Context: an optimization exercise on an open-source flow, tuned for small area, a short achievable clock period and few clock cycles per item. The choices shown serve that exercise and are no tape-out recipe. Only simulation tests tie the RTL to the original design; equivalence was not proved.

`flow/design.v`:
```
package ipg_pkg;
   localparam int CNT_W = 16;
   localparam int CH_W  = 8;
   localparam int CH_N  = 3;
   localparam int CH_RED   = 0;
   localparam int CH_GREEN = 1;
   localparam int CH_BLUE  = 2;
   localparam int PAL_SIZE = 24;
   localparam int IDX_W    = $clog2(PAL_SIZE);
   localparam logic [IDX_W-1:0] PAL_LAST = IDX_W'(PAL_SIZE - 1);
   localparam int Q_BITS = IDX_W;
   localparam int N_W    = CNT_W + IDX_W;
   localparam int NUM_W  = CH_W + CNT_W;
   localparam int PROD_W = NUM_W + 2;
   localparam int CD_BITS = CH_W;
   localparam int ST_LOOKUP = Q_BITS + 1;
   localparam int ST_SUM    = ST_LOOKUP + 1;
   localparam int NS        = ST_SUM + 1 + CD_BITS;
   localparam logic [CNT_W-1:0] MAX_ITER_RESET = CNT_W'(256);
endpackage
import ipg_pkg::*;
module ipg_chan_div (
   input  logic                                  clock,
   input  logic [CD_BITS-1:0]           stage_en,
   input  logic [CH_N*NUM_W-1:0] num_in,
   input  logic [CNT_W-1:0]             mx_in,
   output logic [CH_N*CH_W-1:0]  color_out
);
   logic [CH_N*NUM_W-1:0] rem_ff [0:CD_BITS-1];
   logic [CNT_W-1:0]      mx_ff  [0:CD_BITS-1];
   logic [CH_N*CH_W-1:0]  quo_ff [0:CD_BITS-1];
   genvar s;
   generate
      for (s = 0; s < CD_BITS; s = s + 1) begin : g_step
         localparam integer BIT = CD_BITS - 1 - s;
         logic [CH_N*NUM_W-1:0] rem_src;
         logic [CH_N*CH_W-1:0]  quo_src;
         logic [CNT_W-1:0]      mx_src;
         logic [CH_N*NUM_W-1:0] rem_in;
         logic [CH_N*CH_W-1:0]  quo_in;
         logic [NUM_W:0]        sub;
         if (s == 0) begin : g_first
            assign rem_src = num_in;
            assign quo_src = '0;
            assign mx_src  = mx_in;
         end else begin : g_next
            assign rem_src = rem_ff[s-1];
            assign quo_src = quo_ff[s-1];
            assign mx_src  = mx_ff[s-1];
         end
         assign sub = {{(NUM_W + 1 - CNT_W){1'b0}}, mx_src} << BIT;
         genvar ch;
         for (ch = 0; ch < CH_N; ch = ch + 1) begin : g_ch
            logic [NUM_W:0] trial;
            assign trial = {1'b0, rem_src[ch*NUM_W +: NUM_W]} - sub;
            assign rem_in[ch*NUM_W +: NUM_W] = trial[NUM_W] ? rem_src[ch*NUM_W +: NUM_W]
                                                                 : trial[NUM_W-1:0];
            assign quo_in[ch*CH_W +: CH_W] = quo_src[ch*CH_W +: CH_W] |
                                             ({{(CH_W-1){1'b0}}, !trial[NUM_W]} << BIT);
         end
         always_ff @(posedge clock) begin
            if (stage_en[s]) begin
               quo_ff[s] <= quo_in;
            end
         end
         if (s < CD_BITS - 1) begin : g_carry
            always_ff @(posedge clock) begin
               if (stage_en[s]) begin
                  rem_ff[s] <= rem_in;
                  mx_ff[s]  <= mx_src;
               end
            end
         end
      end
   endgenerate
   assign color_out = quo_ff[CD_BITS-1];
endmodule
import ipg_pkg::*;
module iteration_palette_gradient_top (
   input  logic             clock,
   input  logic             reset,
   input  logic             req_valid,
   output logic             req_ready,
   input  logic [15:0]      req_iteration_count,
   output logic             rsp_valid,
   input  logic             rsp_ready,
   output logic [7:0]       rsp_red,
   output logic [7:0]       rsp_green,
   output logic [7:0]       rsp_blue,
   input  logic             csr_wr_en,
   input  logic [15:0]      csr_wr_data
);
   function automatic logic [CH_N*CH_W-1:0] pal_color(input logic [IDX_W-1:0] idx);
      logic [CH_N*CH_W-1:0] c;
      case (idx)
         5'd0:    c = {8'd25, 8'd10, 8'd8};
         5'd1:    c = {8'd45, 8'd20, 8'd15};
         5'd2:    c = {8'd70, 8'd35, 8'd25};
         5'd3:    c = {8'd100, 8'd55, 8'd35};
         5'd4:    c = {8'd130, 8'd80, 8'd50};
         5'd5:    c = {8'd160, 8'd105, 8'd70};
         5'd6:    c = {8'd185, 8'd130, 8'd95};
         5'd7:    c = {8'd205, 8'd155, 8'd120};
         5'd8:    c = {8'd220, 8'd180, 8'd145};
         5'd9:    c = {8'd230, 8'd200, 8'd170};
         5'd10:   c = {8'd235, 8'd215, 8'd190};
         5'd11:   c = {8'd230, 8'd225, 8'd210};
         5'd12:   c = {8'd180, 8'd210, 8'd235};
         5'd13:   c = {8'd130, 8'd180, 8'd245};
         5'd14:   c = {8'd90, 8'd145, 8'd250};
         5'd15:   c = {8'd60, 8'd110, 8'd250};
         5'd16:   c = {8'd45, 8'd80, 8'd245};
         5'd17:   c = {8'd40, 8'd55, 8'd235};
         5'd18:   c = {8'd40, 8'd40, 8'd210};
         5'd19:   c = {8'd45, 8'd30, 8'd170};
         5'd20:   c = {8'd42, 8'd22, 8'd120};
         5'd21:   c = {8'd35, 8'd15, 8'd70};
         5'd22:   c = {8'd25, 8'd8, 8'd30};
         default: c = {8'd0, 8'd0, 8'd0};
      endcase
      pal_color = c;
   endfunction
   logic [CNT_W-1:0] max_iter_ff;
   logic [NS-1:0]    vld_ff;
   logic [NS-1:0]    vld_in;
   logic [NS-1:0]    stage_en;
   logic [NS-1:0]    interior_ff;
   logic [CNT_W-1:0] mx_ff       [0:ST_SUM];
   logic [N_W-1:0]   qrem_ff [0:Q_BITS];
   logic [IDX_W-1:0] qquo_ff [0:Q_BITS];
   logic [CH_N*NUM_W-1:0]  pa_ff;
   logic [CH_N*PROD_W-1:0] pd_ff;
   logic [CH_N*NUM_W-1:0]  pa_in;
   logic [CH_N*PROD_W-1:0] pd_in;
   logic [CH_N*NUM_W-1:0]  num_ff;
   logic [CH_N*NUM_W-1:0]  num_in;
   logic [CH_N*CH_W-1:0]   div_color;
   logic [CH_N*CH_W-1:0]   rsp_color;
   always_ff @(posedge clock) begin
      if (reset) begin
         max_iter_ff <= MAX_ITER_RESET;
      end else if (csr_wr_en) begin
         max_iter_ff <= csr_wr_data;
      end
   end
   assign stage_en[NS-1] = !vld_ff[NS-1] || rsp_ready;
   assign vld_in[0]      = stage_en[0] ? req_valid : vld_ff[0];
   genvar k;
   generate
      for (k = 0; k < NS - 1; k = k + 1) begin : g_en
         assign stage_en[k]  = !vld_ff[k] || stage_en[k+1];
         assign vld_in[k+1]  = stage_en[k+1] ? vld_ff[k] : vld_ff[k+1];
      end
   endgenerate
   always_ff @(posedge clock) begin
      if (reset) begin
         vld_ff <= '0;
      end else begin
         vld_ff <= vld_in;
      end
   end
   assign req_ready = stage_en[0];
   always_ff @(posedge clock) begin
      if (stage_en[0]) begin
         interior_ff[0] <= (req_iteration_count >= max_iter_ff);
      end
   end
   generate
      for (k = 1; k < NS; k = k + 1) begin : g_int
         always_ff @(posedge clock) begin
            if (stage_en[k]) begin
               interior_ff[k] <= interior_ff[k-1];
            end
         end
      end
   endgenerate
   always_ff @(posedge clock) begin
      if (stage_en[0]) begin
         mx_ff[0] <= max_iter_ff;
      end
   end
   generate
      for (k = 1; k <= ST_SUM; k = k + 1) begin : g_mx
         always_ff @(posedge clock) begin
            if (stage_en[k]) begin
               mx_ff[k] <= mx_ff[k-1];
            end
         end
      end
   endgenerate
   always_ff @(posedge clock) begin
      if (stage_en[0]) begin
         qrem_ff[0] <= {{(N_W - CNT_W){1'b0}}, req_iteration_count} *
                       {{(N_W - IDX_W){1'b0}}, PAL_LAST};
         qquo_ff[0] <= '0;
      end
   end
   generate
      for (k = 1; k <= Q_BITS; k = k + 1) begin : g_qstep
         localparam integer BIT = Q_BITS - k;
         logic [N_W:0]     trial;
         logic [N_W-1:0]   qrem_in;
         logic [IDX_W-1:0] qquo_in;
         assign trial   = {1'b0, qrem_ff[k-1]} -
                          ({{(N_W + 1 - CNT_W){1'b0}}, mx_ff[k-1]} << BIT);
         assign qrem_in = trial[N_W] ? qrem_ff[k-1] : trial[N_W-1:0];
         assign qquo_in = qquo_ff[k-1] | ({{(IDX_W-1){1'b0}}, !trial[N_W]} << BIT);
         always_ff @(posedge clock) begin
            if (stage_en[k]) begin
               qrem_ff[k] <= qrem_in;
               qquo_ff[k] <= qquo_in;
            end
         end
      end
   endgenerate
   logic [IDX_W:0]         idx_inc;
   logic [IDX_W-1:0]       idx_j;
   logic [CH_N*CH_W-1:0]   col_a;
   logic [CH_N*CH_W-1:0]   col_b;
   logic [CNT_W:0]         rem_s;
   assign idx_inc = {1'b0, qquo_ff[Q_BITS]} + 1'b1;
   assign idx_j   = (idx_inc < {1'b0, PAL_LAST}) ? idx_inc[IDX_W-1:0] : PAL_LAST;
   assign col_a   = pal_color(qquo_ff[Q_BITS]);
   assign col_b   = pal_color(idx_j);
   assign rem_s   = {1'b0, qrem_ff[Q_BITS][CNT_W-1:0]};
   genvar ch;
   generate
      for (ch = 0; ch < CH_N; ch = ch + 1) begin : g_prod
         logic signed [CH_W:0]     delta;
         logic signed [PROD_W-1:0] prod;
         assign delta = $signed({1'b0, col_b[ch*CH_W +: CH_W]}) -
                        $signed({1'b0, col_a[ch*CH_W +: CH_W]});
         assign prod  = delta * $signed(rem_s);
         assign pa_in[ch*NUM_W +: NUM_W] = {{(NUM_W - CH_W){1'b0}}, col_a[ch*CH_W +: CH_W]} *
                                           {{(NUM_W - CNT_W){1'b0}}, mx_ff[Q_BITS]};
         assign pd_in[ch*PROD_W +: PROD_W] = prod;
      end
   endgenerate
   always_ff @(posedge clock) begin
      if (stage_en[ST_LOOKUP]) begin
         pa_ff <= pa_in;
         pd_ff <= pd_in;
      end
   end
   generate
      for (ch = 0; ch < CH_N; ch = ch + 1) begin : g_sum
         logic [PROD_W-1:0] sum;
         assign sum = {2'b00, pa_ff[ch*NUM_W +: NUM_W]} + pd_ff[ch*PROD_W +: PROD_W];
         assign num_in[ch*NUM_W +: NUM_W] = sum[NUM_W-1:0];
      end
   endgenerate
   always_ff @(posedge clock) begin
      if (stage_en[ST_SUM]) begin
         num_ff <= num_in;
      end
   end
   ipg_chan_div u_chan_div (
      .clock     (clock),
      .stage_en  (stage_en[NS-1:ST_SUM+1]),
      .num_in    (num_ff),
      .mx_in     (mx_ff[ST_SUM]),
      .color_out (div_color)
   );
   assign rsp_color = interior_ff[NS-1] ? pal_color(PAL_LAST) : div_color;
   assign rsp_valid = vld_ff[NS-1];
   assign rsp_red   = rsp_color[CH_RED*CH_W +: CH_W];
   assign rsp_green = rsp_color[CH_GREEN*CH_W +: CH_W];
   assign rsp_blue  = rsp_color[CH_BLUE*CH_W +: CH_W];
endmodule
```
`flow/run.sh`:
```
#!/bin/bash
# synth_recipe.tcl (not shown) runs the flow's synth.tcl, then flattens the netlist and writes it again
# the make line also repeats each setting of config.mk as NAME=value (left out here)
make -C /OpenROAD-flow-scripts/flow DESIGN_CONFIG=/design/flow/config.mk WORK_HOME=/design/flow/orfs CLKGATE_MAP_FILE= SYNTH_SCRIPT=/design/flow/synth_recipe.tcl finish
```
`flow/config.mk`:
```
export PLATFORM = sky130hd
export DESIGN_NAME = iteration_palette_gradient_top
export DESIGN_NICKNAME = iteration_palette_gradient_top
export VERILOG_FILES = /design/flow/design.v
export SDC_FILE = /design/flow/constraint.sdc
export NUM_CORES = 4
export LEC_CHECK = 0
export CAP_MARGIN = 20
export CORE_MARGIN = 2
export CORE_UTILIZATION = 40
export SLEW_MARGIN = 20
```
`flow/constraint.sdc`:
```
create_clock -name core_clock -period 9.5 [get_ports {clock}]
set_input_delay 1.9000 -clock core_clock [delete_from_list [all_inputs] [get_ports {clock}]]
set_output_delay 1.9000 -clock core_clock [all_outputs]
set_load 0.01 [all_outputs]
```
==> run summary <==
-- repair_timing --
item,4_1_cts,5_1_grt
endpoints found under the setup margin,0,10
hold buffers,0,0
gates resized for setup,0,15
hold endpoints to repair,0,0
-- synthesized netlist by cell type (55+ instances only) --
| cell type | n | area (um2) |
|---|---|---|
| edfxtp_1 | 1220 | 36640 |
| inv_1 | 998 | 3746 |
| ha_1 | 949 | 11870 |
| nand2_1 | 752 | 2823 |
| nor2_1 | 634 | 2380 |
| fa_1 | 607 | 12150 |
| a21oi_1 | 558 | 2793 |
| and2_1 | 395 | 2471 |
| o21ai_0 | 390 | 1952 |
| xnor2_1 | 352 | 3083 |
| clkbuf_1 | 200 | 750.7 |
| xor2_1 | 194 | 1699 |
| nand2b_1 | 189 | 1182 |
| a21o_1 | 177 | 1329 |
| nor3_1 | 152 | 760.7 |
| nor2b_1 | 151 | 944.7 |
| o21a_1 | 126 | 945.9 |
| nand3_1 | 122 | 610.6 |
| mux2_2 | 98 | 1104 |
| dfxtp_1 | 56 | 1121 |
| o31ai_1 | 55 | 412.9 |
-- stage by stage --
stage | hold WS (ns) | util | cell area [um2]
floorplan | 0.4003 | - | 97410
global placement | 0.4012 | 0.4214 | 102300
detailed placement | 0.4045 | 0.4214 | 102300
CTS | 0.3828 | 0.4429 | 107500
global route | 0.4104 | 0.4432 | 107600
finish | 0.3899 | 0.4433 | 107600
-- worst reg2reg max path, delay by kind of cell, from the launching register on --
kind            cells  cell delay (ns)
xor+xnor            1             0.15
buf+inv             8             0.86
flops               1             0.43
fa+ha+maj           9             3.37
mux                 1             0.20
compound gates     15             2.53
simple gates        8             1.14
-- layout make-up --
class | count | share of cell area
Inverter | 1002 | 0.03508
Timing Repair Buffer | 210 | 0.01634
Clock buffer | 174 | 0.03581
Sequential cell | 1276 | 0.3509
Multi-Input combinational cell | 6696 | 0.5119
Antenna cell | 5 | 0.0001163
Tap cell | 3202 | 0.03723
Clock inverter | 98 | 0.01262
-- sequential cells by signal, summed over array words and instances, names as in the netlist --
| signal | flops |
|---|---|
| u_chan_div.rem_ff | 504 |
| u_chan_div.quo_ff | 108 |
| u_chan_div.mx_ff | 112 |
| mx_ff | 128 |
| col_a | 24 |
| qrem_ff | 121 |
| vld_ff | 16 |
| qquo_ff | 15 |
| interior_ff | 16 |
| pd_ff | 72 |
| max_iter_ff | 16 |
| num_ff | 72 |
| pa_ff | 72 |
-- layer usage --
metal  track usage  wire length, um  up-vias
met3       0.02242             7849      427
met5             0                0        -
li1              -                -    32370
met2        0.3370           117600     1246
met4       0.09563            12750        0
met1        0.2396           103000    32880
-- logic make-up after synthesis --
logic type | after synthesis | synth area share
buffers and inverters | 1236 | 0.04843
AOI/OAI and AO/OA | 1794 | 0.1179
xor gates and xnor gates | 546 | 0.04909
and+or+nand+nor | 2648 | 0.1325
muxes | 152 | 0.01788
adders and majority gates | 1556 | 0.2466
DFF | 1276 | 0.3876
-- final timing paths --
path | depth (start not counted) | endpoint | startpoint
worst max register to register | 42 | pd_ff[49] | qquo_ff[5][0]
worst min register to register | 0 | u_chan_div.rem_ff[5][25] | u_chan_div.rem_ff[4][25]
worst min-delay path | 0 | u_chan_div.rem_ff[5][25] | u_chan_div.rem_ff[4][25]
worst max-delay path | 42 | pd_ff[49] | qquo_ff[5][0]
==> flow_summary.json <==
{
  "status": "timing/DRC/antenna clean",
  "crit_path_top_delay_cell": "fa_1",
  "clkTransAtPathRegs_ns": 0.06,
  "grt_pass1_vias": 69630,
  "grt_pass1_wl_um": 383300,
  "syn_area_mm2": 0.09741,
  "arrival_ns": 9.49,
  "drv_slew": 0,
  "core_area_mm2": 0.2428,
  "postCtsSetupBuffers": 0,
  "detail_route.wl_per_cell_um": 19.04,
  "worst-r2r-setup-slack_ns": 0.52,
  "final_cell_mix": "edfxtp_1 (1220), inv_1 (993), ha_1 (948)",
  "start_util": 0.4013,
  "via_per_inst": 5.285,
  "worstSetupPathType": "register to register",
  "async_flop_share": 0,
  "cp.required_ns": 10.01,
  "synth_fp_nets": 10800,
  "htree_levels": 4,
  "hold_class": "register to register",
  "multiInputGateArea_mm2": 0.05509,
  "root_buffer": "clkbuf_16",
  "die_height_um": 497.5,
  "drc": 0,
  "path_delay_family": "adder cells",
  "vias": 66920,
  "avgSynthCellArea_um2": 10.58,
  "cts_buffers": 149,
  "ys.flop_type": "edfxtp_1",
  "finalWeightedCongestion": 0.8698,
  "die_x_um": 497.5,
  "setup_violations": 0,
  "grt_antenna_before_repair": 7,
  "nNetsFinal": 10930,
  "drv_cap": 0,
  "instances_no_fill": 12660,
  "grt_overflow": 0,
  "setup_slack_ns": 0.5219,
  "nFillCells": 22570,
  "tns_ns": 0,
  "fmaxAchievable_mhz": 111.4,
  "seq_area_mm2": 0.03776,
  "cp_common_cell": "fa_1",
  "period_minus_slack_ns": 8.978,
  "synth_cell_type_count": 108,
  "cts_tree": "done",
  "fin_worst_skew_ns": 0.05543,
  "io_pins": 63,
  "dieArea_mm2": 0.2475,
  "syn_inst": 9208,
  "area_growth_pct": 10.46,
  "path_buf_inv": 8,
  "clk_latency_ns": 0.82,
  "grt_max_degree": 125,
  "end_kind": "register",
  "drt_iter0_markers": 3690,
  "dp_hpwl_um": 189400,
  "drive_gt1_frac": 0.06387,
  "clock_sinks": 1276,
  "num_rows": 181,
  "slowest_delay_ns": 0.54,
  "finalCritPeriodShare": 0.9451,
  "path_max_fanout": 5,
  "groute.usage.overall": 0.1943,
  "synth_edf_count": 1220,
  "slew_headroom": 0.2268,
  "yosysWarnings": 11,
  "firstDrtPassIters": 5,
  "synth_seq_cells": 1276,
  "synth-seq-area-share": 0.3876,
  "startpoint_type": "register",
  "port_buffers": 62,
  "finalWirelength_um": 241200,
  "detail-route-antenna-nets": 0,
  "final_hold_viol_count": 0,
  "clock_path_buffers": 3,
  "pre_cts_ws_ns": 0.1596,
  "placed_cells": 12390,
  "worst_pin_slew_ns": 1.158,
  "final_common_cell": "edfxtp_1"
}
Testbench counts, summed over its fixed seeds: cycles 4,928, items 4,800.

what the ideal ports hide:
In the flow no input, the clock included, has a driving cell. The finished layout below was timed again as built, in two steps. Step 1 (the two cells are an assumption about what drives the block):
set clk [get_ports {clock}]
set_driving_cell -lib_cell sky130_fd_sc_hd__clkbuf_16 $clk
set_driving_cell -lib_cell sky130_fd_sc_hd__buf_2 [delete_from_list [all_inputs] $clk]
Step 2 also shifts input and output timing later by t, the mid clock arrival at the registers, as if the neighbouring blocks saw the same clock. a / b / c = no drivers / after step 1 / after step 2; a / b = the first two.
t, ns: 0.886
setup slack, ns: 0.522 / 0.522 / 0.522
hold WS [ns]: 0.390 / 0.390 / 0.390
slew at the worst register clock pin (ns): 0.08 / 0.08
worst slew at a driven data input, ns: 0.05
After both steps this run still meets setup and hold. For this run, drivers alone change the setup slack by 0.000 ns; drivers and shift together by 0.000 ns.
